Source: an optimization exercise on an open RTL-to-GDS flow (aim: small area, a short achievable clock period and few clock cycles per item). Production flows keep margins and buffers that such runs may drop. The RTL was checked by simulation tests, not by an equivalence proof against the original design.

## build 53
Design line_follow_steer_pd_core, start of the top module:
module line_follow_steer_pd_core (
  input  logic                              clk,
  input  logic                              rst_n,
  input  logic                              in_valid,
  output logic                              in_ready,
  input  logic [lfs_pkg::PIX_W-1:0]         in_width_near,
  input  logic [lfs_pkg::PIX_W-1:0]         in_width_below,
  input  logic [lfs_pkg::PIX_W-1:0]         in_left_edge_near,
  input  logic [lfs_pkg::PIX_W-1:0]         in_right_edge_near,
  input  logic [lfs_pkg::CQ_W-1:0]          in_centre_exit,
  input  logic [lfs_pkg::CQ_W-1:0]          in_centre_near,
  input  logic [lfs_pkg::CQ_W-1:0]          in_centre_entry,
  input  logic [lfs_pkg::CQ_W-1:0]          in_centre_turn,
  input  logic [lfs_pkg::TURN_W-1:0]        in_turn_row,
  output logic                              out_valid,
  input  logic                              out_ready,
  output logic [lfs_pkg::DUTY_W-1:0]        out_servo_duty,
  output logic [lfs_pkg::SPEED_W-1:0]       out_speed_target,
  output logic [lfs_pkg::COEFF_W-1:0]       out_diff_coeff,
  output logic [lfs_pkg::ROW_W-1:0]         out_marker_row,
  output logic [lfs_pkg::COL_W-1:0]         out_marker_col,
  output logic                              out_marker_valid,
  input  logic                              cfg_we,
  input  logic [lfs_pkg::CFG_IDX_W-1:0]     cfg_idx,
  input  logic [lfs_pkg::CFG_DATA_W-1:0]    cfg_data
);
For scale: roughly 430 flip-flops, ~38,000 µm² of cells after synthesis.
make LEC_CHECK=0 CAP_MARGIN=50 CORE_MARGIN=2 CORE_UTILIZATION=40 CTS_BUF_LIST='sky130_fd_sc_hd__clkbuf_4 sky130_fd_sc_hd__clkbuf_8' SLEW_MARGIN=70 SYNTH_HIERARCHICAL=1 finish   # period 11.0 ns
run.sh (not shown) runs the stock make flow with config.mk's settings and CLKGATE_MAP_FILE= SYNTH_SCRIPT=/design/flow/synth_recipe.tcl, a recipe that flattens the netlist after the stock synthesis.
Testbench counts of build 53, summed over its fixed seeds: cycles 3,248, items 3,200.
#### Input delta (build 2 over build 53)
# build 53
export LEC_CHECK = 0
export CAP_MARGIN = 50
export CORE_MARGIN = 2
export CORE_UTILIZATION = 40
export CTS_BUF_LIST = sky130_fd_sc_hd__clkbuf_4 sky130_fd_sc_hd__clkbuf_8
export SLEW_MARGIN = 70
export SYNTH_HIERARCHICAL = 1
create_clock -name core_clock -period 11.0 [get_ports {clk}]
# build 2
export LEC_CHECK = 0
export CAP_MARGIN = 30
export CORE_MARGIN = 2
export CORE_UTILIZATION = 40
export CTS_BUF_LIST = sky130_fd_sc_hd__clkbuf_4 sky130_fd_sc_hd__clkbuf_8
export SLEW_MARGIN = 50
export SYNTH_HIERARCHICAL = 1
create_clock -name core_clock -period 11.0 [get_ports {clk}]
Results
Build 2 — setup slack 0.055 ns higher, build 53 as reference. Build 53 was routed with more vias than build 2. Routed wire length was higher in build 53 than in build 2. [compare] base=build 53 new=build 2: die width has remained practically unchanged, non-clock buffer count fell by 90. Build 2 against build 53: final area now sits lower, met2 usage now sits lower, growth of design area from synthesis to finish now sits lower.
Input-level comparison between build 92 and build 2:
# build 2
export LEC_CHECK = 0
export CAP_MARGIN = 30
export CORE_MARGIN = 2
export CORE_UTILIZATION = 40
export CTS_BUF_LIST = sky130_fd_sc_hd__clkbuf_4 sky130_fd_sc_hd__clkbuf_8
export SLEW_MARGIN = 50
export SYNTH_HIERARCHICAL = 1
create_clock -name core_clock -period 11.0 [get_ports {clk}]
# build 92
export LEC_CHECK = 0
export CAP_MARGIN = 50
export CORE_MARGIN = 2
export CORE_UTILIZATION = 50
export CTS_BUF_LIST = sky130_fd_sc_hd__clkbuf_4 sky130_fd_sc_hd__clkbuf_8
export SLEW_MARGIN = 70
export SYNTH_HIERARCHICAL = 1
create_clock -name core_clock -period 11.0 [get_ports {clk}]
Notes after the runs:
- Relative to build 2, sequential share of layout area has decreased by 0.46 points in build 92.
- Worst hold slack: build 2 vs build 92 — no meaningful difference
- The run showing the smaller arrival time reported for the critical path endpoint is build 2.
- Build 92 ended up with a higher sum of net half-perimeters after detailed placement than build 2 did.
- Delta (build 92 minus build 2): area of all placed cells without fillers rose by 1.7%; number of clock buffer instances in the layout fell by 4.3%.


line_follow_steer_pd_core again, from the RTL that the note above started with.
clock: 11.0 ns
lec_check: 0
cap_margin: 25
core_margin: 2
core_utilization: 40
cts_buf_list: sky130_fd_sc_hd__clkbuf_4 sky130_fd_sc_hd__clkbuf_8
slew_margin: 40
synth_hierarchical: 1
The starting point went through all stages and came out clean.
Testbench counts at the start, summed over its fixed seeds: cycles 3,248, items 3,200.
Then changed:
CAP_MARGIN = 70   (was 25)
SLEW_MARGIN = 85   (was 40)
Result:
- clock skew is higher by 0.016 ns
- fmax fell by 52%
- routed wire length increases by 11%
- cell area rose by 21%
- hold slack is better by 0.0049 ns
- final cell count went up by 14%
- via count grows by 13%

static timing again, ports no longer ideal:
No port has a modelled driver above. Below, the same layouts with a new extraction and two added sets of constraints.
Step 1: set_driving_cell puts a clkbuf_16 on clk and a buf_2 on each other input, an assumption about the parent block.
Step 2 moves the port delays by t, midway between the first and last clock arrival at a register: inputs arrive t later, outputs are due t later. That takes back most of the time a late clock gives input paths.
Three values: ideal ports, drivers, drivers and shift; two values: the first two.
| run | shift t [ns] | setup WS [ns] | hold slack, ns | worst slew at a driven data input, ns | pins driven straight from the clock port |
|---|---|---|---|---|---|
| build 53 | 0.761 | 6.548 / 6.548 / 6.456 | 0.416 / 0.416 / 0.416 | 0.06 | 1 |
| build 2 | 0.746 | 6.603 / 6.603 / 6.297 | 0.410 / 0.410 / 0.410 | 0.05 | 1 |
| build 92 | 0.730 | 6.494 / 6.494 / 6.410 | 0.412 / 0.412 / 0.412 | 0.11 | 1 |
| the first run of note 2 | 0.738 | 6.425 / 6.473 / 5.734 | 0.409 / 0.409 / 0.409 | 0.06 | 1 |
| the second run of note 2 | 0.740 | 1.448 / 1.448 / 1.448 | 0.413 / 0.413 / 0.413 | 0.06 | 1 |
After both steps every run listed still meets setup and hold. For the first run of note 2, which loses most, drivers alone change the setup slack by +0.048 ns; drivers and shift together by -0.691 ns.
